This is an optimization exercise on Yosys and OpenROAD, whose aim is a short achievable clock period and few clock cycles, not a production implementation. In this exercise RTL edits were held to simulation tests only and were not proved equivalent to the original.

### design/flow/config.mk
export PLATFORM = sky130hd
export DESIGN_NAME = arm_mc_core
export DESIGN_NICKNAME = arm_mc_core
export VERILOG_FILES = /design/flow/design.v
export SDC_FILE = /design/flow/constraint.sdc
export NUM_CORES = 4
export LEC_CHECK = 0
export CAP_MARGIN = 20
export CORE_MARGIN = 2
export CORE_UTILIZATION = 35
export SLEW_MARGIN = 20
export TNS_END_PERCENT = 10
### design/flow/constraint.sdc
create_clock -name core_clock -period 12.0 [get_ports {clk}]
set_input_delay 2.4000 -clock core_clock [delete_from_list [all_inputs] [get_ports {clk}]]
set_output_delay 2.4000 -clock core_clock [all_outputs]
set_load 0.01 [all_outputs]
### design/flow/design.v
package arm_pkg;
   localparam logic [3:0] COND_EQ = 4'h0, COND_NE = 4'h1, COND_CS = 4'h2, COND_CC = 4'h3,
                          COND_MI = 4'h4, COND_PL = 4'h5, COND_VS = 4'h6, COND_VC = 4'h7,
                          COND_HI = 4'h8, COND_LS = 4'h9, COND_GE = 4'hA, COND_LT = 4'hB,
                          COND_GT = 4'hC, COND_LE = 4'hD, COND_AL = 4'hE, COND_NV = 4'hF;
   localparam logic [3:0] OP_AND = 4'h0, OP_EOR = 4'h1, OP_SUB = 4'h2, OP_RSB = 4'h3,
                          OP_ADD = 4'h4, OP_ADC = 4'h5, OP_SBC = 4'h6, OP_RSC = 4'h7,
                          OP_TST = 4'h8, OP_TEQ = 4'h9, OP_CMP = 4'hA, OP_CMN = 4'hB,
                          OP_ORR = 4'hC, OP_MOV = 4'hD, OP_BIC = 4'hE, OP_MVN = 4'hF;
   localparam logic [1:0] SH_LSL = 2'd0, SH_LSR = 2'd1, SH_ASR = 2'd2, SH_ROR = 2'd3;
   localparam logic [1:0] FETCH = 2'd0, EXEC = 2'd1, MEM = 2'd2, HALT = 2'd3;
   localparam int F_COND = 28;
   localparam int F_RN   = 16;
   localparam int F_RD   = 12;
   localparam int F_RM   = 0;
   localparam int B_I    = 25;
   localparam int B_P    = 24;
   localparam int B_U    = 23;
   localparam int B_B    = 22;
   localparam int B_W    = 21;
   localparam int B_L    = 20;
   localparam int B_S    = 20;
   localparam int B_LINK = 24;
   localparam int B_REGSH = 4;
endpackage
import arm_pkg::*;
module arm_add32
(
   input  logic [31:0] a,
   input  logic [31:0] b,
   input  logic        cin,
   output logic [31:0] sum,
   output logic        cout
);
   logic [32:0] g [0:6];
   logic [32:0] p [0:6];
   logic [32:0] c;
   always_comb begin
      g[0][0] = cin;
      p[0][0] = 1'b0;
      for (int i = 0; i < 32; i++) begin
         g[0][i+1] = a[i] & b[i];
         p[0][i+1] = a[i] ^ b[i];
      end
      for (int l = 0; l < 6; l++) begin
         for (int i = 0; i < 33; i++) begin
            if (i >= (1 << l)) begin
               g[l+1][i] = g[l][i] | (p[l][i] & g[l][i - (1 << l)]);
               p[l+1][i] = p[l][i] & p[l][i - (1 << l)];
            end else begin
               g[l+1][i] = g[l][i];
               p[l+1][i] = p[l][i];
            end
         end
      end
      c = g[6];                        
      for (int i = 0; i < 32; i++) sum[i] = p[0][i+1] ^ c[i];
      cout = c[32];
   end
endmodule
module arm_shifter
(
   input  logic        imm_op,
   input  logic [31:0] imm_val,        
   input  logic [6:0]  shift_field,    
   input  logic [31:0] rm_val,
   output logic [31:0] sh_val,
   output logic        sh_c,
   output logic        sh_keep,
   output logic        sh_rrx
);
   function automatic logic [31:0] ror32(input logic [31:0] x, input logic [4:0] k);
      ror32 = (x >> k) | (x << (6'd32 - {1'b0, k}));
   endfunction
   logic [3:0]  rot;
   logic [4:0]  amt;
   logic [1:0]  sh_type;
   logic [32:0] tmp33;
   assign rot     = shift_field[6:3];
   assign amt     = shift_field[6:2];
   assign sh_type = shift_field[1:0];
   always_comb begin
      sh_val  = rm_val;
      sh_c    = 1'b0;
      sh_keep = 1'b0;
      sh_rrx  = 1'b0;
      tmp33   = '0;
      if (imm_op) begin
         sh_val  = imm_val;
         sh_c    = imm_val[31];
         sh_keep = (rot == 4'd0);
      end else begin
         case (sh_type)
            SH_LSL: begin
               if (amt != 5'd0) begin
                  tmp33  = {1'b0, rm_val} << amt;
                  sh_val = tmp33[31:0];
                  sh_c   = tmp33[32];
               end else begin
                  sh_keep = 1'b1;
               end
            end
            SH_LSR: begin
               if (amt == 5'd0) begin
                  sh_val = '0;
                  sh_c   = rm_val[31];
               end else begin
                  tmp33  = {rm_val, 1'b0} >> amt;
                  sh_val = tmp33[32:1];
                  sh_c   = tmp33[0];
               end
            end
            SH_ASR: begin
               if (amt == 5'd0) begin
                  sh_val = {32{rm_val[31]}};
                  sh_c   = rm_val[31];
               end else begin
                  tmp33  = $signed({rm_val, 1'b0}) >>> amt;
                  sh_val = tmp33[32:1];
                  sh_c   = tmp33[0];
               end
            end
            default: begin
               if (amt == 5'd0) begin
                  sh_val = {1'b0, rm_val[31:1]};
                  sh_c   = rm_val[0];
                  sh_rrx = 1'b1;
               end else begin
                  sh_val = ror32(rm_val, amt);
                  sh_c   = sh_val[31];
               end
            end
         endcase
      end
   end
endmodule
module arm_alu
(
   input  logic        arith,
   input  logic [2:0]  lop,
   input  logic [31:0] p,
   input  logic [31:0] q,
   input  logic        cin,
   input  logic        c_logic,
   input  logic        v_in,
   output logic [31:0] result,
   output logic [31:0] sum,
   output logic [3:0]  nzcv_out
);
   logic cout;
   arm_add32 u_add (.a(p), .b(q), .cin(cin), .sum(sum), .cout(cout));
   always_comb begin
      if (arith) result = sum;
      else begin
         case (lop)
            3'd0:    result = p & q;
            3'd1:    result = p ^ q;
            3'd2:    result = p | q;
            3'd3:    result = q;
            3'd4:    result = p & ~q;
            default: result = ~q;
         endcase
      end
      nzcv_out[3] = result[31];
      if (arith) nzcv_out[2] = ((p ^ q) == {p[30:0] | q[30:0], cin});
      else       nzcv_out[2] = (result == 32'd0);
      nzcv_out[1] = arith ? cout : c_logic;
      nzcv_out[0] = arith ? ((p[31] == q[31]) && (sum[31] != p[31])) : v_in;
   end
endmodule
import arm_pkg::*;
module arm_mc_core
#(
   parameter int          ARCH          = 32,
   parameter logic [31:0] RESET_PC      = 32'h0,
   parameter bit          HALT_ON_UNDEF = 1'b1
) (
   input  logic        clk,
   input  logic        reset_n,
   input  logic [31:0] inst,
   input  logic        inst_valid,
   output logic [31:0] pc,
   input  logic [31:0] inM,
   input  logic        mem_ready,
   output logic [31:0] outM,
   output logic        writeM,
   output logic        readM,
   output logic [31:0] addressM,
   output logic        halted
);
   function automatic logic cond_pass(input logic [3:0] cond, input logic [3:0] nzcv);
      logic n, z, c, v, r;
      {n, z, c, v} = nzcv;
      case (cond)
         COND_EQ: r = z;
         COND_NE: r = !z;
         COND_CS: r = c;
         COND_CC: r = !c;
         COND_MI: r = n;
         COND_PL: r = !n;
         COND_VS: r = v;
         COND_VC: r = !v;
         COND_HI: r = c && !z;
         COND_LS: r = !c || z;
         COND_GE: r = (n == v);
         COND_LT: r = (n != v);
         COND_GT: r = !z && (n == v);
         COND_LE: r = z || (n != v);
         COND_AL: r = 1'b1;
         default: r = 1'b0;
      endcase
      cond_pass = r;
   endfunction
   function automatic logic [15:0] onehot16(input logic [3:0] k);
      onehot16 = 16'd1 << k;
   endfunction
   if (ARCH != 32) begin : g_bad_arch
      $fatal(1, "arm_mc_core: ARCH must be 32");
   end
   logic [31:0] pc_q;
   logic [31:0] ir_q, ir_pc8_q;
   logic        ir_v_q;
   logic        ir_fp_q;                   
   logic [15:0] ir_rn_oh_q, ir_rm_oh_q;    
   logic [31:0] ir_imm_q;                  
   logic        halted_q;
   logic        wait_pc_q;                 
   logic        fix_q;                     
   logic [31:0] fix_pc_q;
   logic [3:0]  nzcv_q;
   logic [31:0] regs_q [0:14];
   logic        e_v_q;
   logic [3:0]  e_cond_q;
   logic        e_dp_q, e_ls_q, e_pred_q, e_link_q, e_undef_q;
   logic        e_setfl_q, e_wr_q, e_wpc_q, e_ld_q, e_L_q, e_ldpc_q;
   logic [3:0]  e_rd_q;                    
   logic        e_arith_q;
   logic [2:0]  e_lop_q;
   logic [1:0]  e_cin_q;                   
   logic        e_invq_q;
   logic        e_shc_q, e_shkeep_q;
   logic [31:0] e_p_q, e_q_q, e_sd_q, e_target_q;
   logic        e_fpr_q, e_fqr_q, e_fsr_q;
   logic [31:0] r_q;
   logic        r_wrote_q;
   logic        rd_q, wr_q, h_pc_q;
   logic [3:0]  h_rd_q;
   logic [31:0] addr_q, outm_q;
   logic        s_v_q, s_L_q, s_pc_q;
   logic [3:0]  s_rd_q;
   logic [31:0] s_addr_q, s_data_q;
   logic [31:0] last_st_q;                 
   logic h_v, h_done, h_ld, s_ld;
   assign h_v    = rd_q | wr_q;
   assign h_done = h_v & mem_ready;
   assign h_ld   = rd_q & !h_pc_q;
   assign s_ld   = s_v_q & s_L_q & !s_pc_q;
   logic [3:0]  d_cond, d_op, rn_idx, rd_idx, rm_idx;
   logic        d_dp, d_ls, d_br, d_undef, d_test, d_L, d_I, d_link;
   logic [31:0] rn_val, rm_val;
   assign d_cond = ir_q[F_COND +: 4];
   assign d_op   = ir_q[24:21];
   assign rn_idx = ir_q[F_RN +: 4];
   assign rd_idx = ir_q[F_RD +: 4];
   assign rm_idx = ir_q[F_RM +: 4];
   assign d_I    = ir_q[B_I];
   assign d_L    = ir_q[B_L];
   assign d_link = ir_q[B_LINK];
   always_comb begin
      rn_val = ir_rn_oh_q[15] ? ir_pc8_q : '0;
      rm_val = ir_rm_oh_q[15] ? ir_pc8_q : '0;
      for (int i = 0; i < 15; i++) begin
         rn_val = rn_val | (regs_q[i] & {32{ir_rn_oh_q[i]}});
         rm_val = rm_val | (regs_q[i] & {32{ir_rm_oh_q[i]}});
      end
   end
   assign d_dp    = (ir_q[27:26] == 2'b00) && (d_I || !ir_q[B_REGSH]);
   assign d_ls    = (ir_q[27:26] == 2'b01) && !d_I && ir_q[B_P] && !ir_q[B_B] && !ir_q[B_W];
   assign d_br    = (ir_q[27:25] == 3'b101);
   assign d_undef = (d_cond == COND_NV) || !(d_dp || d_ls || d_br);
   assign d_test  = (d_op[3:2] == 2'b10);
   logic [31:0] imm_rot, sh_val, y_val;
   logic        sh_c, sh_keep, sh_rrx;
   assign imm_rot = ir_imm_q;
   arm_shifter u_sh (
      .imm_op      (d_I),
      .imm_val     (imm_rot),
      .shift_field (ir_q[11:5]),
      .rm_val      (rm_val),
      .sh_val      (sh_val),
      .sh_c        (sh_c),
      .sh_keep     (sh_keep),
      .sh_rrx      (sh_rrx)
   );
   assign y_val = {sh_val[31] | (sh_rrx & nzcv_q[1]), sh_val[30:0]};
   logic d_arith, d_swap, d_invq, d_y_ident, d_uses_rn, d_uses_rm, d_uses_rd;
   logic [1:0] d_cin;
   logic [2:0] d_lop;
   always_comb begin
      d_arith = 1'b1;
      d_swap  = 1'b0;
      d_invq  = 1'b0;
      d_cin   = 2'd0;
      d_lop   = 3'd3;
      case (d_op)
         OP_AND, OP_TST: begin d_arith = 1'b0; d_lop = 3'd0; end
         OP_EOR, OP_TEQ: begin d_arith = 1'b0; d_lop = 3'd1; end
         OP_ORR:         begin d_arith = 1'b0; d_lop = 3'd2; end
         OP_MOV:         begin d_arith = 1'b0; d_lop = 3'd3; end
         OP_BIC:         begin d_arith = 1'b0; d_lop = 3'd4; end
         OP_MVN:         begin d_arith = 1'b0; d_lop = 3'd5; end
         OP_SUB, OP_CMP: begin d_invq = 1'b1; d_cin = 2'd1; end
         OP_RSB:         begin d_invq = 1'b1; d_swap = 1'b1; d_cin = 2'd1; end
         OP_ADD, OP_CMN: ;
         OP_ADC:         d_cin = 2'd2;
         OP_SBC:         begin d_invq = 1'b1; d_cin = 2'd2; end
         default:        begin d_invq = 1'b1; d_swap = 1'b1; d_cin = 2'd2; end   
      endcase
   end
   assign d_y_ident = !d_I && (ir_q[11:4] == 8'd0);
   assign d_uses_rn = (d_dp && d_op != OP_MOV && d_op != OP_MVN) || d_ls;
   assign d_uses_rm = d_dp && !d_I;
   assign d_uses_rd = d_ls && !d_L;
   logic       d_wreg;
   logic [3:0] d_wdst;
   assign d_wreg = (d_dp && !d_test && rd_idx != 4'd15) || (d_ls && d_L && rd_idx != 4'd15) ||
                   (d_br && d_link);
   assign d_wdst = d_br ? 4'd14 : rd_idx;
   logic e_wreg, e_ldreg;
   assign e_wreg  = e_v_q && (e_link_q || (e_dp_q && e_wr_q));
   assign e_ldreg = e_v_q && e_ld_q;
   function automatic logic ld_pending(input logic [3:0] k);
      ld_pending = (e_ldreg && e_rd_q == k) || (h_ld && h_rd_q == k) || (s_ld && s_rd_q == k);
   endfunction
   logic rn_hE, rn_hL, rm_hE, rm_hL, rs_hE, rs_hL;
   assign rn_hE = d_uses_rn && rn_idx != 4'd15 && e_wreg && e_rd_q == rn_idx;
   assign rn_hL = d_uses_rn && rn_idx != 4'd15 && ld_pending(rn_idx);
   assign rm_hE = d_uses_rm && rm_idx != 4'd15 && e_wreg && e_rd_q == rm_idx;
   assign rm_hL = d_uses_rm && rm_idx != 4'd15 && ld_pending(rm_idx);
   assign rs_hE = d_uses_rd && rd_idx != 4'd15 && e_wreg && e_rd_q == rd_idx;
   assign rs_hL = d_uses_rd && rd_idx != 4'd15 && ld_pending(rd_idx);
   logic e_setfl;
   assign e_setfl = e_v_q && e_dp_q && e_setfl_q;
   logic d_stall;
   always_comb begin
      d_stall = 1'b0;
      if (!d_undef) begin
         if (rn_hL || rm_hL || rs_hL) d_stall = 1'b1;
         if (rm_hE && !d_y_ident) d_stall = 1'b1;
         if (d_wreg && ld_pending(d_wdst)) d_stall = 1'b1;
         if (d_dp && sh_rrx && e_setfl) d_stall = 1'b1;    
      end
   end
   logic        d_pcw, d_jmp, d_cond_ok, d_taken, d_redir;
   logic [31:0] d_link_val, d_target, d_jtarget, d_redir_tgt, d_rel;
   logic        d_rel_co;
   assign d_pcw = d_dp && !d_test && rd_idx == 4'd15;
   always_comb begin
      d_jmp = 1'b0;
      if (!d_undef) begin
         if (d_br) d_jmp = 1'b1;
         else if (d_pcw) begin
            if (d_I) d_jmp = (d_op == OP_MOV) ||
                             ((d_op == OP_ADD || d_op == OP_SUB) && rn_idx == 4'd15);
            else     d_jmp = (d_op == OP_MOV) && d_y_ident && !(rm_hE || rm_hL);
         end
      end
   end
   arm_add32 u_rel (.a(ir_pc8_q), .b(imm_rot ^ {32{d_op == OP_SUB}}), .cin(d_op == OP_SUB),
                    .sum(d_rel), .cout(d_rel_co));
   always_comb begin
      if (!d_I)                d_jtarget = rm_val;
      else if (d_op == OP_MOV) d_jtarget = imm_rot;
      else                     d_jtarget = d_rel;
      d_jtarget[1:0] = 2'b00;
   end
   assign d_cond_ok   = cond_pass(d_cond, nzcv_q);
   assign d_taken     = d_jmp && (e_setfl || d_cond_ok);
   assign d_redir     = d_jmp && (ir_fp_q ? !(e_setfl || d_cond_ok) : (e_setfl || d_cond_ok));
   assign d_link_val  = ir_pc8_q - 32'd4;
   assign d_redir_tgt = ir_fp_q ? d_link_val : d_jtarget;
   assign d_target    = d_undef ? ir_pc8_q - 32'd8 : d_link_val;
   logic [31:0] d_p, d_q;
   always_comb begin
      d_p = rn_val;
      d_q = y_val;
      if (d_ls) begin
         d_q = {20'd0, ir_q[11:0]} ^ {32{!ir_q[B_U]}};
      end else if (d_br) begin
         d_q = d_link_val;
      end else if (d_swap) begin
         d_p = y_val;
         d_q = ~rn_val;
      end else if (d_invq) begin
         d_q = ~y_val;
      end
   end
   logic [31:0] p_eff, q_eff, sd_eff;
   assign p_eff  = (e_fpr_q && r_wrote_q) ? r_q : e_p_q;
   assign q_eff  = (e_fqr_q && r_wrote_q) ? (r_q ^ {32{e_invq_q}}) : e_q_q;
   assign sd_eff = (e_fsr_q && r_wrote_q) ? r_q : e_sd_q;
   logic        e_cin, e_clog;
   logic [31:0] e_res, e_sum;
   logic [3:0]  e_nzcv;
   assign e_cin  = (e_cin_q == 2'd0) ? 1'b0 : (e_cin_q == 2'd1) ? 1'b1 : nzcv_q[1];
   assign e_clog = e_shkeep_q ? nzcv_q[1] : e_shc_q;
   arm_alu u_alu (
      .arith    (e_arith_q),
      .lop      (e_lop_q),
      .p        (p_eff),
      .q        (q_eff),
      .cin      (e_cin),
      .c_logic  (e_clog),
      .v_in     (nzcv_q[0]),
      .result   (e_res),
      .sum      (e_sum),
      .nzcv_out (e_nzcv)
   );
   logic e_cp, e_hold, e_halt, e_redirect, e_issue, e_ldpc, e_write;
   logic [31:0] e_pc_tgt;
   logic [3:0]  nzcv_d;
   always_comb begin
      e_cp       = cond_pass(e_cond_q, nzcv_q);
      e_hold     = 1'b0;
      e_halt     = 1'b0;
      e_redirect = 1'b0;
      e_issue    = 1'b0;
      e_ldpc     = 1'b0;
      e_write    = 1'b0;
      e_pc_tgt   = e_target_q;
      nzcv_d     = nzcv_q;
      if (e_v_q) begin
         if (e_undef_q) begin
            if (h_v || s_v_q) e_hold = 1'b1;
            else              e_halt = HALT_ON_UNDEF;
         end else if (e_cp) begin
            if (e_dp_q) begin
               if (e_setfl_q) nzcv_d = e_nzcv;
               e_write = e_wr_q;
               if (e_wpc_q && !e_pred_q) begin
                  e_redirect = 1'b1;
                  e_pc_tgt   = {e_res[31:2], 2'b00};
               end
            end else if (e_ls_q) begin
               if (!s_v_q) begin
                  e_issue = 1'b1;
                  e_ldpc  = e_ldpc_q;
               end else begin
                  e_hold = 1'b1;
               end
            end else begin
               e_write = e_link_q;
            end
         end else if (e_pred_q) begin
            e_redirect = 1'b1;        
         end
      end
   end
   logic        f_isb, f_isrel, f_sub, f_jmp, f_co;
   logic [31:0] f_pc8, f_tgt, f_off;
   assign f_pc8   = pc_q + 32'd8;
   assign f_isb   = (inst[27:25] == 3'b101) && (inst[31:28] != COND_NV);
   assign f_isrel = (inst[27:25] == 3'b001) && (inst[24:21] == OP_ADD || inst[24:21] == OP_SUB) &&
                    (inst[19:16] == 4'd15) && (inst[15:12] == 4'd15) && (inst[11:8] == 4'd0) &&
                    (inst[31:28] != COND_NV);
   assign f_sub   = !inst[23];                
   assign f_jmp   = f_isb || f_isrel;
   assign f_off   = inst[27] ? {{6{inst[23]}}, inst[23:0], 2'b00} :
                    ({24'd0, inst[7:0]} ^ {32{f_sub}});
   logic [31:0] f_imm;
   assign f_imm = ({24'd0, inst[7:0]} >> {inst[11:8], 1'b0}) |
                  ({24'd0, inst[7:0]} << (6'd32 - {1'b0, inst[11:8], 1'b0}));
   arm_add32 u_ftgt (.a(f_pc8), .b(f_off), .cin(!inst[27] && f_sub),
                     .sum(f_tgt), .cout(f_co));
   logic squash, d_go, ir_take;
   assign squash  = e_halt || e_redirect || e_ldpc || fix_q;
   assign d_go    = ir_v_q && !e_hold && !d_stall && !wait_pc_q && !squash;
   assign ir_take = !halted_q && !squash && !(d_go && d_redir) && (!ir_v_q || d_go);
   logic h_pcld_done;
   assign h_pcld_done = h_done && h_pc_q;
   always_ff @(posedge clk or negedge reset_n) begin
      if (!reset_n) begin
         pc_q       <= RESET_PC;
         ir_q       <= '0;
         ir_v_q     <= 1'b0;
         ir_fp_q    <= 1'b0;
         ir_pc8_q   <= '0;
         ir_rn_oh_q <= '0;
         ir_rm_oh_q <= '0;
         ir_imm_q   <= '0;
         halted_q   <= 1'b0;
         wait_pc_q  <= 1'b0;
         fix_q      <= 1'b0;
         fix_pc_q   <= '0;
         nzcv_q     <= '0;
      end else begin
         nzcv_q <= nzcv_d;
         if (h_pcld_done) fix_pc_q <= {inM[31:2], 2'b00};
         if (e_ldpc) begin
            wait_pc_q <= 1'b1;
         end else if (h_pcld_done) begin
            if (inM[31:2] == last_st_q[31:2]) wait_pc_q <= 1'b0;
            else                              fix_q     <= 1'b1;
         end else if (fix_q) begin
            fix_q     <= 1'b0;
            wait_pc_q <= 1'b0;
         end
         if (e_halt) begin
            halted_q <= 1'b1;
            ir_v_q   <= 1'b0;
            pc_q     <= e_target_q;
         end else if (e_redirect) begin
            ir_v_q <= 1'b0;
            pc_q   <= e_pc_tgt;
         end else if (e_ldpc) begin
            ir_v_q <= 1'b0;
            pc_q   <= {last_st_q[31:2], 2'b00};
         end else if (fix_q) begin
            ir_v_q <= 1'b0;
            pc_q   <= fix_pc_q;
         end else if (d_go && d_redir) begin
            ir_v_q <= 1'b0;
            pc_q   <= d_redir_tgt;
         end else if (ir_take) begin
            ir_v_q <= inst_valid;
            if (inst_valid) begin
               ir_q       <= inst;
               ir_pc8_q   <= f_pc8;
               ir_fp_q    <= f_jmp;
               ir_rn_oh_q <= onehot16(inst[F_RN +: 4]);
               ir_rm_oh_q <= onehot16((inst[27:26] == 2'b01 && !inst[B_L]) ? inst[F_RD +: 4]
                                                                            : inst[F_RM +: 4]);
               ir_imm_q   <= f_imm;
               pc_q       <= f_jmp ? {f_tgt[31:2], 2'b00} : pc_q + 32'd4;
            end
         end else if (d_go) begin
            ir_v_q <= 1'b0;
         end
      end
   end
   always_ff @(posedge clk or negedge reset_n) begin
      if (!reset_n) begin
         e_v_q      <= 1'b0;
         e_cond_q   <= '0;
         e_dp_q     <= 1'b0;
         e_ls_q     <= 1'b0;
         e_pred_q   <= 1'b0;
         e_link_q   <= 1'b0;
         e_undef_q  <= 1'b0;
         e_setfl_q  <= 1'b0;
         e_wr_q     <= 1'b0;
         e_wpc_q    <= 1'b0;
         e_ld_q     <= 1'b0;
         e_L_q      <= 1'b0;
         e_ldpc_q   <= 1'b0;
         e_rd_q     <= '0;
         e_arith_q  <= 1'b0;
         e_lop_q    <= '0;
         e_cin_q    <= '0;
         e_invq_q   <= 1'b0;
         e_shc_q    <= 1'b0;
         e_shkeep_q <= 1'b0;
         e_p_q      <= '0;
         e_q_q      <= '0;
         e_sd_q     <= '0;
         e_target_q <= '0;
         e_fpr_q    <= 1'b0;
         e_fqr_q    <= 1'b0;
         e_fsr_q    <= 1'b0;
      end else if (e_hold) begin
         e_p_q   <= p_eff;
         e_q_q   <= q_eff;
         e_sd_q  <= sd_eff;
         e_fpr_q <= 1'b0;
         e_fqr_q <= 1'b0;
         e_fsr_q <= 1'b0;
      end else begin
         e_v_q      <= d_go;
         e_cond_q   <= d_cond;
         e_dp_q     <= d_dp && !d_undef;
         e_ls_q     <= d_ls && !d_undef;
         e_pred_q   <= d_taken;
         e_link_q   <= d_br && !d_undef && d_link;
         e_undef_q  <= d_undef;
         e_setfl_q  <= ir_q[B_S] || d_test;
         e_wr_q     <= !d_test && rd_idx != 4'd15;
         e_wpc_q    <= !d_test && rd_idx == 4'd15;
         e_ld_q     <= d_ls && d_L && rd_idx != 4'd15 && !d_undef;
         e_L_q      <= d_L;
         e_ldpc_q   <= d_L && rd_idx == 4'd15;
         e_rd_q     <= d_wdst;
         e_arith_q  <= d_ls || (d_dp && d_arith);
         e_lop_q    <= d_br ? 3'd3 : d_lop;
         e_cin_q    <= d_ls ? {1'b0, !ir_q[B_U]} : d_cin;
         e_invq_q   <= d_invq;
         e_shc_q    <= sh_c;
         e_shkeep_q <= sh_keep;
         e_p_q      <= d_p;
         e_q_q      <= d_q;
         e_sd_q     <= rm_val;
         e_target_q <= d_target;
         e_fpr_q    <= d_swap ? (d_dp && rm_hE && d_y_ident) : rn_hE;
         e_fqr_q    <= d_dp && (d_swap ? rn_hE : (rm_hE && d_y_ident));
         e_fsr_q    <= rs_hE;
      end
   end
   always_ff @(posedge clk or negedge reset_n) begin
      if (!reset_n) begin
         r_q       <= '0;
         r_wrote_q <= 1'b0;
      end else begin
         r_q       <= e_res;
         r_wrote_q <= e_write;
      end
   end
   always_ff @(posedge clk or negedge reset_n) begin
      if (!reset_n) begin
         rd_q      <= 1'b0;
         wr_q      <= 1'b0;
         h_pc_q    <= 1'b0;
         h_rd_q    <= '0;
         addr_q    <= '0;
         outm_q    <= '0;
         s_v_q     <= 1'b0;
         s_L_q     <= 1'b0;
         s_pc_q    <= 1'b0;
         s_rd_q    <= '0;
         s_addr_q  <= '0;
         s_data_q  <= '0;
         last_st_q <= '0;
      end else begin
         if (e_issue && !e_L_q) last_st_q <= sd_eff;
         if (!h_v || mem_ready) begin
            if (s_v_q) begin
               rd_q   <= s_L_q;
               wr_q   <= !s_L_q;
               h_pc_q <= s_pc_q;
               h_rd_q <= s_rd_q;
               addr_q <= s_addr_q;
               if (!s_L_q) outm_q <= s_data_q;
            end else begin
               rd_q   <= e_issue && e_L_q;
               wr_q   <= e_issue && !e_L_q;
               h_pc_q <= e_ldpc_q;
               h_rd_q <= e_rd_q;
               addr_q <= e_sum;
               if (e_issue && !e_L_q) outm_q <= sd_eff;
            end
            s_v_q <= s_v_q && e_issue;
         end else begin
            s_v_q <= s_v_q || e_issue;
         end
         if (e_issue) begin
            s_L_q    <= e_L_q;
            s_pc_q   <= e_ldpc_q;
            s_rd_q   <= e_rd_q;
            s_addr_q <= e_sum;
            s_data_q <= sd_eff;
         end
      end
   end
   always_ff @(posedge clk or negedge reset_n) begin
      if (!reset_n) begin
         for (int i = 0; i < 15; i++) regs_q[i] <= '0;
      end else begin
         for (int i = 0; i < 15; i++) begin
            if (e_write && e_rd_q == 4'(i))
               regs_q[i] <= e_res;
            else if (h_done && h_ld && h_rd_q == 4'(i))
               regs_q[i] <= inM;
         end
      end
   end
   assign pc       = pc_q;
   assign readM    = rd_q;
   assign writeM   = wr_q;
   assign addressM = addr_q;
   assign outM     = outm_q;
   assign halted   = halted_q;
endmodule
### design/flow/flow/run.sh
#!/bin/bash
set -euo pipefail
here=$(pwd)
bash standard.sh SETUP_SLACK_MARGIN=8 \
   "BUFFER_PORTS_ARGS=-buffer_cell sky130_fd_sc_hd__buf_4" \
   FASTROUTE_TCL="$here/flow/fastroute.tcl" finish \
   > standard_flow.log 2>&1
### design/flow/flow/fastroute.tcl
# Global routing layers as the platform sets them, with more of each layer's
# capacity held back so that the global routes leave room for detailed routing.
set_global_routing_layer_adjustment met1 0.45
set_global_routing_layer_adjustment met2 0.35
set_global_routing_layer_adjustment met3-$::env(MAX_ROUTING_LAYER) 0.25

set_routing_layers -clock $::env(MIN_CLK_ROUTING_LAYER)-$::env(MAX_ROUTING_LAYER)
set_routing_layers -signal $::env(MIN_ROUTING_LAYER)-$::env(MAX_ROUTING_LAYER)
### design/flow/standard.sh
#!/bin/bash
# synth_recipe.tcl (not shown) runs the flow's synth.tcl, then flattens the netlist and writes it again
# the make line also repeats each setting of config.mk as NAME=value (left out here)
make -C /OpenROAD-flow-scripts/flow DESIGN_CONFIG=/design/flow/config.mk WORK_HOME=/design/flow/orfs CLKGATE_MAP_FILE= SYNTH_SCRIPT=/design/flow/synth_recipe.tcl "${@:-finish}"
==> results.sh, run 1 <==
export IMPL_status="timing/DRC/antenna clean"
export IMPL_cts_tree="built"
export IMPL_synth_area_leaders="dfrtp_1 (35%), mux2i_1 (8.4%), nand2_1 (5.9%), o21ai_0 (5.4%), a21oi_1 (3.8%)"
export IMPL_syn_nets=8962
export IMPL_cts_buffer_depth=3
export IMPL_endpoint_kind="flop"
export IMPL_fin_setup_tns_ns=0
export IMPL_ff2ff_path_depth=15
export IMPL_whs_path_depth=2
export IMPL_core_area_um2=212000
export IMPL_netlist_area_um2=74800
export IMPL_grt_pass1_vias=77600
export IMPL_area_delta_synth_final_pct=25.9
export IMPL_setup_viol_count_final=0
export IMPL_yosysSeqAreaShare_pct=34.9
export IMPL_drtIter0Drc=7094
export IMPL_slew_viol_final=0
export IMPL_place_gp_congestion=1.12
export IMPL_hold_viol=0
export IMPL_rows=169
export IMPL_drc=0
export IMPL_cp_max_fo=7
export IMPL_stdcell_count=12000
export IMPL_synth_cells=8755
export IMPL_synthFlopType="dfrtp_1"
export IMPL_layout_drive_gt1_share_pct=24.4
export IMPL_hpwl_um=302000
export IMPL_wl_um=465000
export IMPL_post_drt_via_cell_ratio=6.61
export IMPL_start_util_pct=35.2
export IMPL_rsz0062_at_grt="yes"
export IMPL_grt_antenna_before_repair=69
export IMPL_critPathKind="reg -> reg"
export IMPL_post_route_min_period_ns=4.87
export IMPL_critPathLaunchType="flop"
export IMPL_first_pass_iters=7
export IMPL_worstHoldStart="s_addr_q[22]"
export IMPL_finalClockSkew_ns=0.0670
export IMPL_cts_buffers=118
export IMPL_synth_cell_types=118
export IMPL_timing_rr_end="e_q_q[26]"
export IMPL_grt_pass1_wl_um=614000
export IMPL_arrival_ns=5.57
export IMPL_synth_top_area_share_pct=34.9
export IMPL_htree_levels=3
export IMPL_holdPathEnd="s_addr_q[22]"
export IMPL_grt_usage_pct=49.7
export IMPL_ys_warn_count=7
export IMPL_synth_edff_count=0
export IMPL_ctsHoldBuffers=0
export IMPL_synth_async_reset_ratio_pct=100
export IMPL_worstMarginPinSlew_ns=1.38
export IMPL_die_area_um2=217000
export IMPL_place_inst=11200
export IMPL_io_pin_count=167
export IMPL_grt_overflow=0
export IMPL_required_ns=12.70
export IMPL_die_w_um=466
export IMPL_grt_max_degree=165
export IMPL_cts_clk_slew_worst_paths_ns=0.06
export IMPL_vias=79000
export IMPL_clock_latency_ns=0.85
export IMPL_cts_num_sinks=1044
export IMPL_io_buffers=166
export IMPL_antenna_left=0
export IMPL_root_buffer="clkbuf_16"
export IMPL_wire_per_inst_um=38.9
export IMPL_die_h_um=466
export IMPL_r2r_slack_ns=7.13
export IMPL_ys_seq_elements=1044
export IMPL_fin_crit_sh_pct=40.5
export IMPL_drv_cap=0
export IMPL_yosysTopAreaCell="dfrtp_1"
export IMPL_syn_avg_cell_area_um2=8.54
export IMPL_r2r_start="ir_rm_oh_q[2]"
export IMPL_fin_nets=9190
export IMPL_slew_headroom_pct=7.61
export IMPL_holdCritPathClass="reg -> reg"
export IMPL_fmax_mhz=206
## cell usage after synthesis (all sizes together) (57+ instances only)
cell type,number
a211oi,129
o21ai,826
o31ai,79
a22oi,359
nor2b,80
dfrtp,1044
nor3,121
mux2,155
nand2,1169
a22o,102
xnor2,258
nand3,152
o211ai,74
inv,136
xor2,146
o22ai,57
buf,196
nor4,63
a221oi,144
ha,138
mux2i,632
a21oi,573
clkbuf,662
nand4,74
nor2,628
a21o,62
mux4,81
## worst max path at each step
stage | start | depth (start not counted) | slack, ns | endpoint
after floorplan | inst[23] | 15 | 6.68 | pc_q[29]
after detailed placement | ir_q[7] | 17 | 5.37 | ir_rn_oh_q[1]
final | ir_rm_oh_q[2] | 15 | 7.13 | e_q_q[26]
after global placement | ir_q[7] | 17 | 5.51 | ir_rn_oh_q[1]
after global routing | pc_q[17] | 18 | 7.02 | pc_q[30]
after CTS | inst[0] | 16 | 7.01 | pc_q[30]
## cells by family after synthesis
family / count (synthesis) / synth area share (%)
flops: 1044 / 34.9
xor+xnor: 405 / 4.76
fa+ha+maj: 139 / 2.34
mux: 868 / 13.2
compound gates: 2774 / 24.2
buf+inv: 996 / 5.43
simple gates: 2529 / 15.1
## area by class of cell
cell class              count  area [um2]
fillers                 20600      118000
multi-input cells        6723       49900
flip-flops and latches   1044       26200
repair buffers            956        9640
well taps                2821        3530
clock buffers             165        3360
clock inverters            58         837
inverters                 138         543
diodes                     44         110
repair inverters            2        17.5
## what timing repair did
item | 4_1_cts | 5_1_grt
pin swaps | 65 | 320
buffers inserted | 100 | 352
setup endpoints to repair | 927 | 980
gates cloned | 13 | 31
gates resized for setup | 360 | 933
## metal layers
metal | track usage [%] | up-vias | share of wire (%)
met1 | 57.1 | 37700 | 32
met4 | 42.6 | 96 | 12
met3 | 36.5 | 2608 | 17
li1 | - | 32600 | -
met2 | 62.6 | 6051 | 38
met5 | 7.03 | - | 0.74
## stage by stage
step           cell area, um2  worst slack, ns  utilization (%)  hold WS (ns)
2_1_floorplan           75300             6.68                -         0.444
3_3_place_gp            79200             5.51             37.3         0.459
3_5_place_dp            79300             5.37             37.3         0.468
4_1_cts                 86200             7.01             40.6         0.483
5_1_grt                 94100             7.02             44.3         0.503
6_report                94200             7.13             44.4         0.479
## sequential cells by signal, indices dropped and copies added, names as in the netlist, 32 cells and up
register and cells:
addr_q 32, e_p_q 32, e_q_q 32, e_sd_q 32, e_target_q 32, ir_imm_q 32
ir_pc8_q 32, ir_q 32, outm_q 32, pc_q 32, r_q 32, regs_q 480
s_addr_q 32, s_data_q 32
## critical path, cell delays in order, from the launching register on
cell and delay (ns):
dfrtp_4 0.55, buf_12 0.18, a22oi_1 0.18, nand2_1 0.12, or4_4 0.75, mux4_2 0.60
buf_4 0.18, a22oi_2 0.19, buf_6 0.14, buf_4 0.12, nor2b_1 0.06, o221ai_2 0.62
a32oi_4 0.45, xnor2_1 0.27, o2111ai_1 0.12, and3_1 0.21
## cells in the final DEF, fill, tap and decap left out, types with 98 or more instances in the layout
master	count
o21ai_0	735
nor2_1	565
a22oi_1	313
clkbuf_16	143
a211oi_1	99
buf_6	98
a21oi_1	478
nand2_1	1126
mux2i_1	574
xnor2_1	229
nand3_1	138
a22o_1	101
mux2_2	110
dfrtp_1	989
buf_4	697
inv_1	121
xor2_1	134
a221oi_1	105
nor3_1	98
ha_1	104
Testbench counts, summed over its fixed seeds: cycles 24,392.
==> run 2, diff against run 1 <==
--- a/design/flow/design.v
+++ b/design/flow/design.v
@@ -59,80 +59,4 @@
    end
 endmodule
-module arm_shifter
-(
-   input  logic        imm_op,
-   input  logic [31:0] imm_val,        
-   input  logic [6:0]  shift_field,    
-   input  logic [31:0] rm_val,
-   output logic [31:0] sh_val,
-   output logic        sh_c,
-   output logic        sh_keep,
-   output logic        sh_rrx
-);
-   function automatic logic [31:0] ror32(input logic [31:0] x, input logic [4:0] k);
-      ror32 = (x >> k) | (x << (6'd32 - {1'b0, k}));
-   endfunction
-   logic [3:0]  rot;
-   logic [4:0]  amt;
-   logic [1:0]  sh_type;
-   logic [32:0] tmp33;
-   assign rot     = shift_field[6:3];
-   assign amt     = shift_field[6:2];
-   assign sh_type = shift_field[1:0];
-   always_comb begin
-      sh_val  = rm_val;
-      sh_c    = 1'b0;
-      sh_keep = 1'b0;
-      sh_rrx  = 1'b0;
-      tmp33   = '0;
-      if (imm_op) begin
-         sh_val  = imm_val;
-         sh_c    = imm_val[31];
-         sh_keep = (rot == 4'd0);
-      end else begin
-         case (sh_type)
-            SH_LSL: begin
-               if (amt != 5'd0) begin
-                  tmp33  = {1'b0, rm_val} << amt;
-                  sh_val = tmp33[31:0];
-                  sh_c   = tmp33[32];
-               end else begin
-                  sh_keep = 1'b1;
-               end
-            end
-            SH_LSR: begin
-               if (amt == 5'd0) begin
-                  sh_val = '0;
-                  sh_c   = rm_val[31];
-               end else begin
-                  tmp33  = {rm_val, 1'b0} >> amt;
-                  sh_val = tmp33[32:1];
-                  sh_c   = tmp33[0];
-               end
-            end
-            SH_ASR: begin
-               if (amt == 5'd0) begin
-                  sh_val = {32{rm_val[31]}};
-                  sh_c   = rm_val[31];
-               end else begin
-                  tmp33  = $signed({rm_val, 1'b0}) >>> amt;
-                  sh_val = tmp33[32:1];
-                  sh_c   = tmp33[0];
-               end
-            end
-            default: begin
-               if (amt == 5'd0) begin
-                  sh_val = {1'b0, rm_val[31:1]};
-                  sh_c   = rm_val[0];
-                  sh_rrx = 1'b1;
-               end else begin
-                  sh_val = ror32(rm_val, amt);
-                  sh_c   = sh_val[31];
-               end
-            end
-         endcase
-      end
-   end
-endmodule
 module arm_alu
 (
@@ -148,21 +72,20 @@
    output logic [3:0]  nzcv_out
 );
-   logic cout;
+   logic        cout;
+   logic [31:0] lres;
    arm_add32 u_add (.a(p), .b(q), .cin(cin), .sum(sum), .cout(cout));
    always_comb begin
-      if (arith) result = sum;
-      else begin
-         case (lop)
-            3'd0:    result = p & q;
-            3'd1:    result = p ^ q;
-            3'd2:    result = p | q;
-            3'd3:    result = q;
-            3'd4:    result = p & ~q;
-            default: result = ~q;
-         endcase
-      end
+      case (lop)
+         3'd0:    lres = p & q;
+         3'd1:    lres = p ^ q;
+         3'd2:    lres = p | q;
+         3'd3:    lres = q;
+         3'd4:    lres = p & ~q;
+         default: lres = ~q;
+      endcase
+      result = arith ? sum : lres;
       nzcv_out[3] = result[31];
       if (arith) nzcv_out[2] = ((p ^ q) == {p[30:0] | q[30:0], cin});
-      else       nzcv_out[2] = (result == 32'd0);
+      else       nzcv_out[2] = (lres == 32'd0);
       nzcv_out[1] = arith ? cout : c_logic;
       nzcv_out[0] = arith ? ((p[31] == q[31]) && (sum[31] != p[31])) : v_in;
@@ -224,4 +147,7 @@
    logic [15:0] ir_rn_oh_q, ir_rm_oh_q;    
    logic [31:0] ir_imm_q;                  
+   logic [4:0]  ir_k_q;
+   logic [31:0] ir_mask_q;
+   logic        ir_asr_q, ir_rrx_q, ir_lslc_q, ir_shkeep_q;
    logic        halted_q;
    logic        wait_pc_q;                 
@@ -243,5 +169,4 @@
    logic        e_fpr_q, e_fqr_q, e_fsr_q;
    logic [31:0] r_q;
-   logic        r_wrote_q;
    logic        rd_q, wr_q, h_pc_q;
    logic [3:0]  h_rd_q;
@@ -280,18 +205,17 @@
    assign d_undef = (d_cond == COND_NV) || !(d_dp || d_ls || d_br);
    assign d_test  = (d_op[3:2] == 2'b10);
-   logic [31:0] imm_rot, sh_val, y_val;
+   logic [31:0] imm_rot, rot_val, y_val;
    logic        sh_c, sh_keep, sh_rrx;
    assign imm_rot = ir_imm_q;
-   arm_shifter u_sh (
-      .imm_op      (d_I),
-      .imm_val     (imm_rot),
-      .shift_field (ir_q[11:5]),
-      .rm_val      (rm_val),
-      .sh_val      (sh_val),
-      .sh_c        (sh_c),
-      .sh_keep     (sh_keep),
-      .sh_rrx      (sh_rrx)
-   );
-   assign y_val = {sh_val[31] | (sh_rrx & nzcv_q[1]), sh_val[30:0]};
+   always_comb begin
+      rot_val = rm_val;
+      for (int b = 0; b < 5; b++)
+         if (ir_k_q[b]) rot_val = (rot_val >> (1 << b)) | (rot_val << (32 - (1 << b)));
+   end
+   assign y_val   = (rot_val & ir_mask_q) | (imm_rot & {32{d_I}}) |
+                    (~ir_mask_q & {32{ir_asr_q & rm_val[31]}}) | {ir_rrx_q & nzcv_q[1], 31'd0};
+   assign sh_rrx  = ir_rrx_q;
+   assign sh_keep = ir_shkeep_q;
+   assign sh_c    = d_I ? imm_rot[31] : ir_lslc_q ? rot_val[0] : rot_val[31];
    logic d_arith, d_swap, d_invq, d_y_ident, d_uses_rn, d_uses_rm, d_uses_rd;
    logic [1:0] d_cin;
@@ -352,12 +276,13 @@
       end
    end
-   logic        d_pcw, d_jmp, d_cond_ok, d_taken, d_redir;
+   logic        d_pcw, d_ldpc, d_jmp, d_cond_ok, d_taken, d_redir;
    logic [31:0] d_link_val, d_target, d_jtarget, d_redir_tgt, d_rel;
    logic        d_rel_co;
-   assign d_pcw = d_dp && !d_test && rd_idx == 4'd15;
+   assign d_pcw  = d_dp && !d_test && rd_idx == 4'd15;
+   assign d_ldpc = d_ls && d_L && rd_idx == 4'd15;
    always_comb begin
       d_jmp = 1'b0;
       if (!d_undef) begin
-         if (d_br) d_jmp = 1'b1;
+         if (d_br || d_ldpc) d_jmp = 1'b1;
          else if (d_pcw) begin
             if (d_I) d_jmp = (d_op == OP_MOV) ||
@@ -369,6 +294,8 @@
    arm_add32 u_rel (.a(ir_pc8_q), .b(imm_rot ^ {32{d_op == OP_SUB}}), .cin(d_op == OP_SUB),
                     .sum(d_rel), .cout(d_rel_co));
+   logic e_st_issue;
    always_comb begin
-      if (!d_I)                d_jtarget = rm_val;
+      if (d_ls)                d_jtarget = e_st_issue ? sd_eff : last_st_q;
+      else if (!d_I)           d_jtarget = rm_val;
       else if (d_op == OP_MOV) d_jtarget = imm_rot;
       else                     d_jtarget = d_rel;
@@ -397,7 +324,7 @@
    end
    logic [31:0] p_eff, q_eff, sd_eff;
-   assign p_eff  = (e_fpr_q && r_wrote_q) ? r_q : e_p_q;
-   assign q_eff  = (e_fqr_q && r_wrote_q) ? (r_q ^ {32{e_invq_q}}) : e_q_q;
-   assign sd_eff = (e_fsr_q && r_wrote_q) ? r_q : e_sd_q;
+   assign p_eff  = e_fpr_q ? r_q : e_p_q;
+   assign q_eff  = e_fqr_q ? (r_q ^ {32{e_invq_q}}) : e_q_q;
+   assign sd_eff = e_fsr_q ? r_q : e_sd_q;
    logic        e_cin, e_clog;
    logic [31:0] e_res, e_sum;
@@ -430,5 +357,7 @@
       e_pc_tgt   = e_target_q;
       nzcv_d     = nzcv_q;
-      if (e_v_q) begin
+      if (e_v_q && wait_pc_q) begin
+         e_hold = 1'b1;             
+      end else if (e_v_q) begin
          if (e_undef_q) begin
             if (h_v || s_v_q) e_hold = 1'b1;
@@ -445,5 +374,5 @@
                if (!s_v_q) begin
                   e_issue = 1'b1;
-                  e_ldpc  = e_ldpc_q;
+                  e_ldpc  = e_ldpc_q && !e_pred_q;
                end else begin
                   e_hold = 1'b1;
@@ -457,4 +386,5 @@
       end
    end
+   assign e_st_issue = e_v_q && !wait_pc_q && e_ls_q && !e_L_q && e_cp && !s_v_q;
    logic        f_isb, f_isrel, f_sub, f_jmp, f_co;
    logic [31:0] f_pc8, f_tgt, f_off;
@@ -465,18 +395,78 @@
                     (inst[31:28] != COND_NV);
    assign f_sub   = !inst[23];                
-   assign f_jmp   = f_isb || f_isrel;
-   assign f_off   = inst[27] ? {{6{inst[23]}}, inst[23:0], 2'b00} :
-                    ({24'd0, inst[7:0]} ^ {32{f_sub}});
+   logic f_isret, f_r14_busy, f_ret;
+   assign f_isret    = (inst[27:21] == 7'b0001101) && (inst[15:12] == 4'd15) &&
+                       (inst[11:0] == 12'h00E) && (inst[31:28] != COND_NV);
+   assign f_r14_busy = (ir_v_q && d_wreg && d_wdst == 4'd14) ||
+                       ((e_wreg || e_ldreg) && e_rd_q == 4'd14) ||
+                       (h_ld && h_rd_q == 4'd14) || (s_ld && s_rd_q == 4'd14);
+   assign f_ret      = f_isret && !f_r14_busy;
+   assign f_jmp   = f_isb || f_isrel || f_ret;
+   assign f_off   = {{6{inst[23]}}, inst[23:0], 2'b00};
+   logic [4:0]  f_k;
+   logic [31:0] f_mask;
+   always_comb begin
+      f_k    = inst[11:7];
+      f_mask = '1;
+      case (inst[6:5])
+         SH_LSL: begin
+            f_k = 5'd0 - inst[11:7];
+            for (int i = 0; i < 32; i++) f_mask[i] = (i >= int'(inst[11:7]));
+         end
+         SH_LSR, SH_ASR: begin
+            for (int i = 0; i < 32; i++) f_mask[i] = (i + int'(inst[11:7]) <= 31) && (inst[11:7] != 5'd0);
+         end
+         default: begin
+            if (inst[11:7] == 5'd0) begin
+               f_k    = 5'd1;
+               f_mask = 32'h7FFF_FFFF;
+            end
+         end
+      endcase
+      if (inst[B_I]) f_mask = '0;
+   end
    logic [31:0] f_imm;
    assign f_imm = ({24'd0, inst[7:0]} >> {inst[11:8], 1'b0}) |
                   ({24'd0, inst[7:0]} << (6'd32 - {1'b0, inst[11:8], 1'b0}));
-   arm_add32 u_ftgt (.a(f_pc8), .b(f_off), .cin(!inst[27] && f_sub),
-                     .sum(f_tgt), .cout(f_co));
+   logic [31:0] f_btgt, f_atgt, f_stgt;
+   arm_add32 u_ftgt (.a(f_pc8), .b(f_off), .cin(1'b0), .sum(f_btgt), .cout(f_co));
+   logic        f_aco, f_sco;
+   arm_add32 u_fadd (.a(f_pc8), .b({24'd0, inst[7:0]}), .cin(1'b0), .sum(f_atgt), .cout(f_aco));
+   arm_add32 u_fsub (.a(f_pc8), .b(~{24'd0, inst[7:0]}), .cin(1'b1), .sum(f_stgt), .cout(f_sco));
+   assign f_tgt  = inst[27] ? f_btgt : f_sub ? f_stgt : f_atgt;
    logic squash, d_go, ir_take;
    assign squash  = e_halt || e_redirect || e_ldpc || fix_q;
-   assign d_go    = ir_v_q && !e_hold && !d_stall && !wait_pc_q && !squash;
+   assign d_go    = ir_v_q && !e_hold && !d_stall && !squash;
    assign ir_take = !halted_q && !squash && !(d_go && d_redir) && (!ir_v_q || d_go);
    logic h_pcld_done;
    assign h_pcld_done = h_done && h_pc_q;
+   logic        s_halt, s_er, s_eld, s_fix, s_dr, s_fetch, s_hold;
+   logic        sf_b, sf_a, sf_s, sf_r, sf_4;
+   logic [31:0] pc_d;
+   always_comb begin
+      s_halt  = e_halt;
+      s_er    = e_redirect;
+      s_eld   = e_ldpc;
+      s_fix   = fix_q;
+      s_dr    = d_go && d_redir;
+      s_fetch = ir_take && inst_valid;
+      s_hold  = !(s_halt || s_er || s_eld || s_fix || s_dr || s_fetch);
+      sf_r    = s_fetch && f_ret;
+      sf_b    = s_fetch && !f_ret && f_isb;
+      sf_a    = s_fetch && !f_ret && f_isrel && !f_sub;
+      sf_s    = s_fetch && !f_ret && f_isrel && f_sub;
+      sf_4    = s_fetch && !f_ret && !f_jmp;
+      pc_d = ({32{s_halt}} & e_target_q) |
+             ({32{s_er}}   & e_pc_tgt) |
+             ({32{s_eld}}  & {last_st_q[31:2], 2'b00}) |
+             ({32{s_fix}}  & fix_pc_q) |
+             ({32{s_dr}}   & d_redir_tgt) |
+             ({32{sf_r}}   & {regs_q[14][31:2], 2'b00}) |
+             ({32{sf_b}}   & {f_btgt[31:2], 2'b00}) |
+             ({32{sf_a}}   & {f_atgt[31:2], 2'b00}) |
+             ({32{sf_s}}   & {f_stgt[31:2], 2'b00}) |
+             ({32{sf_4}}   & (pc_q + 32'd4)) |
+             ({32{s_hold}} & pc_q);
+   end
    always_ff @(posedge clk or negedge reset_n) begin
       if (!reset_n) begin
@@ -489,4 +479,10 @@
          ir_rm_oh_q <= '0;
          ir_imm_q   <= '0;
+         ir_k_q     <= '0;
+         ir_mask_q  <= '0;
+         ir_asr_q   <= 1'b0;
+         ir_rrx_q   <= 1'b0;
+         ir_lslc_q  <= 1'b0;
+         ir_shkeep_q <= 1'b0;
          halted_q   <= 1'b0;
          wait_pc_q  <= 1'b0;
@@ -496,6 +492,7 @@
       end else begin
          nzcv_q <= nzcv_d;
+         pc_q   <= pc_d;
          if (h_pcld_done) fix_pc_q <= {inM[31:2], 2'b00};
-         if (e_ldpc) begin
+         if (e_issue && e_ldpc_q) begin
             wait_pc_q <= 1'b1;
          end else if (h_pcld_done) begin
@@ -509,17 +506,12 @@
             halted_q <= 1'b1;
             ir_v_q   <= 1'b0;
-            pc_q     <= e_target_q;
          end else if (e_redirect) begin
             ir_v_q <= 1'b0;
-            pc_q   <= e_pc_tgt;
          end else if (e_ldpc) begin
             ir_v_q <= 1'b0;
-            pc_q   <= {last_st_q[31:2], 2'b00};
          end else if (fix_q) begin
             ir_v_q <= 1'b0;
-            pc_q   <= fix_pc_q;
          end else if (d_go && d_redir) begin
             ir_v_q <= 1'b0;
-            pc_q   <= d_redir_tgt;
          end else if (ir_take) begin
             ir_v_q <= inst_valid;
@@ -532,5 +524,11 @@
                                                                             : inst[F_RM +: 4]);
                ir_imm_q   <= f_imm;
-               pc_q       <= f_jmp ? {f_tgt[31:2], 2'b00} : pc_q + 32'd4;
+               ir_k_q     <= f_k;
+               ir_mask_q  <= f_mask;
+               ir_asr_q   <= !inst[B_I] && inst[6:5] == SH_ASR;
+               ir_rrx_q   <= !inst[B_I] && inst[6:5] == SH_ROR && inst[11:7] == 5'd0;
+               ir_lslc_q  <= inst[6:5] == SH_LSL;
+               ir_shkeep_q <= inst[B_I] ? (inst[11:8] == 4'd0)
+                                        : (inst[6:5] == SH_LSL && inst[11:7] == 5'd0);
             end
          end else if (d_go) begin
@@ -568,4 +566,6 @@
          e_fqr_q    <= 1'b0;
          e_fsr_q    <= 1'b0;
+      end else if (fix_q) begin
+         e_v_q      <= 1'b0;
       end else if (e_hold) begin
          e_p_q   <= p_eff;
@@ -600,7 +600,7 @@
          e_sd_q     <= rm_val;
          e_target_q <= d_target;
-         e_fpr_q    <= d_swap ? (d_dp && rm_hE && d_y_ident) : rn_hE;
-         e_fqr_q    <= d_dp && (d_swap ? rn_hE : (rm_hE && d_y_ident));
-         e_fsr_q    <= rs_hE;
+         e_fpr_q    <= e_write && (d_swap ? (d_dp && rm_hE && d_y_ident) : rn_hE);
+         e_fqr_q    <= e_write && d_dp && (d_swap ? rn_hE : (rm_hE && d_y_ident));
+         e_fsr_q    <= e_write && rs_hE;
       end
    end
@@ -608,8 +608,6 @@
       if (!reset_n) begin
          r_q       <= '0;
-         r_wrote_q <= 1'b0;
       end else begin
          r_q       <= e_res;
-         r_wrote_q <= e_write;
       end
    end
--- a/design/flow/config.mk
+++ b/design/flow/config.mk
@@ -8,5 +8,5 @@
 export CAP_MARGIN = 20
 export CORE_MARGIN = 2
-export CORE_UTILIZATION = 35
+export CORE_UTILIZATION = 40
 export SLEW_MARGIN = 20
 export TNS_END_PERCENT = 10
==> results.sh, run 2 <==
export IMPL_first_pass_iters=8
export IMPL_ctsHoldBuffers=0
export IMPL_r2r_start="ir_q[23]"
export IMPL_grt_usage_pct=58.1
export IMPL_layout_drive_gt1_share_pct=20.8
export IMPL_nFillCells=17900
export IMPL_rows=159
export IMPL_yosys_area_share_simple_pct=16.6
export IMPL_final_cell_mix="nand2_1 (1334), dfrtp_1 (1038), o21ai_0 (773), buf_4 (653), nor2_1 (610)"
export IMPL_cp_max_fo=4
export IMPL_grt_overflow=0
export IMPL_finalClockSkew_ns=0.0547
export IMPL_wire_per_inst_um=39.6
export IMPL_die_h_um=438
export IMPL_slew_headroom_pct=11.5
export IMPL_fmax_mhz=215
export IMPL_r2r_slack_ns=7.36
export IMPL_arrival_ns=5.38
export IMPL_wl_um=466000
export IMPL_cts_buffer_depth=3
export IMPL_grt_max_degree=174
export IMPL_io_pin_count=167
export IMPL_worstMarginPinSlew_ns=1.32
export IMPL_synth_cell_types=95
export IMPL_syn_nets=9221
export IMPL_synth_cells=8986
export IMPL_antenna_left=0
export IMPL_yosysTopAreaCell="dfrtp_1"
export IMPL_cts_clk_slew_worst_paths_ns=0.05
export IMPL_post_route_min_period_ns=4.66
export IMPL_drtIter0Drc=7183
export IMPL_fin_setup_tns_ns=0
export IMPL_critPathTopFamily="simple AND/OR/NAND/NOR gates"
export IMPL_timing_rr_end="pc_q[19]"
export IMPL_syn_avg_cell_area_um2=8.37
export IMPL_worst_hold_slack_ns=0.475
export IMPL_synth_mux_area_share_pct=11.2
export IMPL_synthTopCellsByCount="nand2_1 (1374), dfrtp_1 (1084), o21ai_0 (840)"
export IMPL_slowest_stage="or3_4"
export IMPL_synth_most_common_cell="nand2_1"
export IMPL_fin_crit_sh_pct=38.8
export IMPL_yosysSeqAreaShare_pct=36.0
export IMPL_synth_edff_count=0
export IMPL_synth_top_family_by_area="compound AO/OA/AOI/OAI gates"
export IMPL_final_common_cell="nand2_1"
export IMPL_top_register="regs_q"
export IMPL_cts_buffers=135
export IMPL_crit_chain="buf_12, clkinv_8, ha_4, o211ai_1, a21oi_2, or4_4, a21oi_4, nand2_4, or3_4, nor4b_4, nor2_2, xnor2_2, o211ai_1, a2111o_1"
export IMPL_fin_nets=9346
export IMPL_critPathLaunchType="input port"
export IMPL_start_util_pct=40.2
export IMPL_ys_seq_elements=1084
export IMPL_rsz0062_at_grt="yes"
export IMPL_status="timing/DRC/antenna clean"
export IMPL_worstHoldStart="ir_pc8_q[26]"
export IMPL_critPathBufInv=2
export IMPL_required_ns=12.73
export IMPL_drv_cap=0
export IMPL_holdPathEnd="ir_pc8_q[26]"
export IMPL_grt_pass1_vias=76900
export IMPL_clock_latency_ns=0.87
export IMPL_die_area_um2=192000
export IMPL_vias=78300
export IMPL_synth_fa_ha_area_share_pct=2.79
export IMPL_grt_pass1_wl_um=624000
export IMPL_cpPeakStageDelay_ns=0.46
export IMPL_cts_tree="built"
export IMPL_synthFlopType="dfrtp_1"
export IMPL_io_buffers=166
export IMPL_die_w_um=438
export IMPL_hold_viol=0
export IMPL_netlist_area_um2=75300
export IMPL_htree_levels=4
export IMPL_synth_compound_area_share_pct=23.5
export IMPL_synth_async_reset_ratio_pct=100
export IMPL_drc=0
export IMPL_synthXorXnorAreaFrac_pct=4.67
export IMPL_hpwl_um=310000
export IMPL_ys_warn_count=6
export IMPL_ff2ff_path_depth=16
export IMPL_post_drt_via_cell_ratio=6.66
export IMPL_place_gp_congestion=1.09
export IMPL_area_delta_synth_final_pct=22.6
export IMPL_root_buffer="clkbuf_16"
export IMPL_largest_reg_flops=480
export IMPL_setup_viol_count_final=0
export IMPL_cts_num_sinks=1084
export IMPL_whs_path_depth=2
export IMPL_grt_antenna_before_repair=54
export IMPL_crit_path_frequent_cell="o211ai_1"
export IMPL_critPathKind="in -> reg"
export IMPL_synth_top_area_share_pct=36.0
export IMPL_synth_area_leaders="dfrtp_1 (36%), mux2i_1 (8.5%), nand2_1 (6.9%), o21ai_0 (5.6%), a21oi_1 (4.0%)"
export IMPL_core_area_um2=187000
export IMPL_slew_viol_final=0
export IMPL_endpoint_kind="flop"
export IMPL_holdCritPathClass="reg -> reg"
-- run 2: tightest hold or removal path: stages, from the launching register on --
cell,delay [ns]
dfrtp_1,0.34
nand2_1,0.04
o21ai_0,0.06
-- run 2: stage by stage --
step / setup slack (ns) / cell area (um2) / util, % / instances
floorplan: 7.06 / 75700 / - / 8986
global placement: 5.39 / 79600 / 42.5 / 11100
detailed placement: 5.83 / 79600 / 42.5 / 11100
CTS: 7.30 / 86400 / 46.1 / 11400
global route: 7.29 / 92200 / 49.2 / 11700
finish: 7.34 / 92300 / 49.3 / 11800
-- run 2: area by class of cell --
class / count / area, um2 / area share (%)
diodes: 47 / 118 / 0.127
clock buffers: 187 / 3950 / 4.28
clock inverters: 53 / 698 / 0.756
inverters: 163 / 666 / 0.721
multi-input cells: 6902 / 48600 / 52.6
flip-flops and latches: 1084 / 27200 / 29.5
well taps: 2495 / 3120 / 3.38
repair buffers: 825 / 7970 / 8.64
-- run 2: routing by layer --
layer,global-route usage (%),share of wire (%),up-vias
met3,40.4,17,2217
met1,69.0,33,37500
li1,-,-,33000
met5,14.6,0.95,-
met4,48.4,12,91
met2,72.7,37,5591
-- run 2: repair_timing --
| action | CTS | global route |
|---|---|---|
| setup endpoints to repair | 909 | 879 |
| buffers inserted | 77 | 246 |
| gates resized for setup | 247 | 728 |
| cloned | 18 | 16 |
| pin swaps | 46 | 164 |
-- run 2: worst max path at each step --
stage | startpoint | to | cells past startpoint
after global routing | ir_q[23] | pc_q[19] | 16
after CTS | ir_q[23] | pc_q[19] | 16
after detailed placement | ir_q[22] | ir_k_q[0] | 11
after global placement | ir_q[22] | ir_k_q[0] | 11
after floorplan | inst[1] | pc_q[31] | 14
final | inst[0] | pc_q[26] | 14
-- run 2: cell families (layout without fill, tap and decap cells) --
kind of cell	after synthesis	count (layout)
other cells	0	47
simple gates	2817	2821
mux	765	766
fa+ha+maj	167	167
flops	1084	1084
compound gates	2746	2747
xor+xnor	401	401
buf+inv	1006	1228
Testbench counts of run 2, summed over its fixed seeds: cycles 23,221.
==> run 3, diff against run 2 <==
--- a/design/flow/config.mk
+++ b/design/flow/config.mk
@@ -8,5 +8,5 @@
 export CAP_MARGIN = 20
 export CORE_MARGIN = 2
-export CORE_UTILIZATION = 40
+export CORE_UTILIZATION = 45
 export SLEW_MARGIN = 20
 export TNS_END_PERCENT = 10
==> results.sh, run 3 <==
export IMPL_fmax_mhz=212
export IMPL_slew_headroom_pct=-28.4
export IMPL_layout_drive_gt1_share_pct=20.9
export IMPL_finalClockSkew_ns=0.0554
export IMPL_final_cell_mix="nand2_1 (1338), dfrtp_1 (1033), o21ai_0 (776), buf_4 (634), nor2_1 (615)"
export IMPL_syn_nets=9221
export IMPL_yosysSeqAreaShare_pct=36.0
export IMPL_top_register="regs_q"
export IMPL_synth_cells=8986
export IMPL_utilization_pct=55.4
export IMPL_fin_nets=9368
export IMPL_synthFlopType="dfrtp_1"
export IMPL_grt_pass1_vias=77100
export IMPL_holdCritPathClass="reg -> reg"
export IMPL_final_common_cell="nand2_1"
export IMPL_stdcell_count=11500
export IMPL_required_ns=12.67
export IMPL_post_drt_via_cell_ratio=6.92
export IMPL_setup_ws_ns=7.29
export IMPL_synth_async_reset_ratio_pct=100
export IMPL_synth_top_area_share_pct=36.0
export IMPL_die_area_um2=171000
export IMPL_largest_reg_flops=480
export IMPL_drc=0
export IMPL_drv_cap=1
export IMPL_clock_latency_ns=0.85
export IMPL_post_route_min_period_ns=4.71
export IMPL_slew_viol_final=5
export IMPL_place_gp_congestion=1.11
export IMPL_ys_warn_count=6
export IMPL_hold_viol=0
export IMPL_cts_num_sinks=1084
export IMPL_rows=150
export IMPL_wl_um=455000
export IMPL_core_area_um2=167000
export IMPL_grt_usage_pct=63.4
export IMPL_status="complete, but fails checks"
export IMPL_cts_tree="built"
export IMPL_nFillCells=15200
export IMPL_synth_most_common_cell="nand2_1"
export IMPL_preCtsSetupSlack_ns=5.94
export IMPL_cp_max_fo=58
export IMPL_syn_avg_cell_area_um2=8.37
export IMPL_synth_cell_types=95
export IMPL_cts_buffer_depth=3
export IMPL_cts_clk_slew_worst_paths_ns=0.06
export IMPL_hpwl_um=298000
export IMPL_worstMarginPinSlew_ns=1.93
export IMPL_grt_pass1_wl_um=608000
export IMPL_io_pin_count=167
export IMPL_wire_per_inst_um=39.6
export IMPL_yosysTopAreaCell="dfrtp_1"
export IMPL_synth_edff_count=0
export IMPL_drtIter0Drc=7361
export IMPL_io_buffers=166
export IMPL_rsz0062_at_grt="yes"
export IMPL_grt_overflow=0
export IMPL_critPathKind="reg -> reg"
export IMPL_critPathLaunchType="flop"
export IMPL_setup_viol_count_final=0
export IMPL_fin_setup_tns_ns=0
export IMPL_antenna_left=0
export IMPL_arrival_ns=5.38
export IMPL_start_util_pct=45.2
export IMPL_root_buffer="clkbuf_16"
export IMPL_fin_crit_sh_pct=39.2
export IMPL_die_h_um=413
export IMPL_die_w_um=413
export IMPL_failed_checks="max-capacitance violations, max-slew violations"
export IMPL_area_delta_synth_final_pct=22.7
export IMPL_netlist_area_um2=75300
export IMPL_synthTopCellsByCount="nand2_1 (1374), dfrtp_1 (1084), o21ai_0 (840)"
export IMPL_first_pass_iters=8
export IMPL_grt_max_degree=169
export IMPL_r2r_slack_ns=7.29
export IMPL_ys_seq_elements=1084
export IMPL_vias=79600
export IMPL_endpoint_kind="flop"
export IMPL_grt_antenna_before_repair=64
export IMPL_place_inst=10800
export IMPL_htree_levels=4
export IMPL_cts_buffers=133
export IMPL_synth_area_leaders="dfrtp_1 (36%), mux2i_1 (8.5%), nand2_1 (6.9%), o21ai_0 (5.6%), a21oi_1 (4.0%)"
==> run 3: cells by family (layout without fill, tap and decap cells) <==
logic type / Yosys count / after routing / share of synthesized area, %
compound gates: 2746 / 2749 / 23.5
xor+xnor: 401 / 401 / 4.67
fa+ha+maj: 167 / 167 / 2.79
buf+inv: 1006 / 1248 / 5.13
flops: 1084 / 1084 / 36.0
mux: 765 / 767 / 11.2
other cells: 0 / 63 / 0
simple gates: 2817 / 2823 / 16.6
==> run 3: metrics by stage <==
stage | area [um2] | hold WS [ns]
final | 92400 | 0.473
after global routing | 92300 | 0.484
after CTS | 86400 | 0.476
after detailed placement | 79100 | 0.462
after global placement | 79000 | 0.453
after floorplan | 75700 | 0.441
==> run 3: timing repair <==
| item | CTS | global route |
|---|---|---|
| gates resized for setup | 351 | 663 |
| hold buffers | 0 | 0 |
| pin swaps | 72 | 211 |
| setup endpoints to repair | 898 | 1122 |
| buffers inserted | 119 | 246 |
| gates cloned | 12 | 28 |
==> run 3: per-layer routing <==
metal / GRT usage (%) / routed length, um
met2: 77.6 / 165000
met4: 53.7 / 55000
met3: 48.4 / 82800
met5: 16.3 / 5970
met1: 73.2 / 147000
==> run 3: area by class of cell <==
type	count	area, um2	area share (%)
Antenna cell	63	158	0.171
Clock buffer	187	3830	4.15
Clock inverter	54	574	0.622
Inverter	163	657	0.711
Multi-Input combinational cell	6907	48800	52.8
Sequential cell	1084	27200	29.5
Tap cell	2204	2760	2.99
Timing Repair Buffer	844	8400	9.10
==> run 3: critical path, cell delays in order, from the launching register on <==
cell and delay (ns):
dfrtp_1 0.32, buf_4 0.49, inv_1 0.56, a21oi_1 0.28
buf_4 0.30, mux2i_1 0.12, o221ai_1 1.47, nor4b_4 0.07
nand4_1 0.33, nor4_4 0.10, a31oi_4 0.39, a21oi_2 0.09
==> run 3: path summary, 6_finish.rpt <==
kind                             start           to  depth (start not counted)
setup / recovery            e_lop_q[0]    nzcv_q[2]                         11
hold / removal             s_addr_q[6]  s_addr_q[6]                          2
setup reg to reg            e_lop_q[0]    nzcv_q[2]                         11
hold reg to reg            s_addr_q[6]  s_addr_q[6]                          2
max in group asynchronous      reset_n      pc_q[3]                          3
min in group asynchronous      reset_n   addr_q[11]                          1

## static timing again, ports no longer ideal
The flow's constraints put no driver on any port. The routed layouts listed below were extracted and timed again, unchanged, in two steps. Step 1 sets driving cells, clkbuf_16 on the clock port and buf_2 on the other inputs (assumed; they add their load-dependent delay and slew). Step 2 moves the port delays by t, midway between the first and last clock arrival at a register: inputs arrive t later, outputs are due t later. That takes back most of the time a late clock gives input paths. Slacks: ideal / step 1 / step 2; pairs: ideal / step 1.
run | t (ns) | slack for setup (ns) | worst slew at a driven data input, ns
run 1 | 0.909 | 7.135 / 6.885 / 5.976 | 0.42
run 2 | 0.936 | 7.342 / 7.357 / 6.430 | 0.18
run 3 | 0.910 | 7.292 / 7.292 / 6.577 | 0.20
For run 1, which loses most, drivers alone change the setup slack by -0.250 ns; drivers and shift together by -1.159 ns.
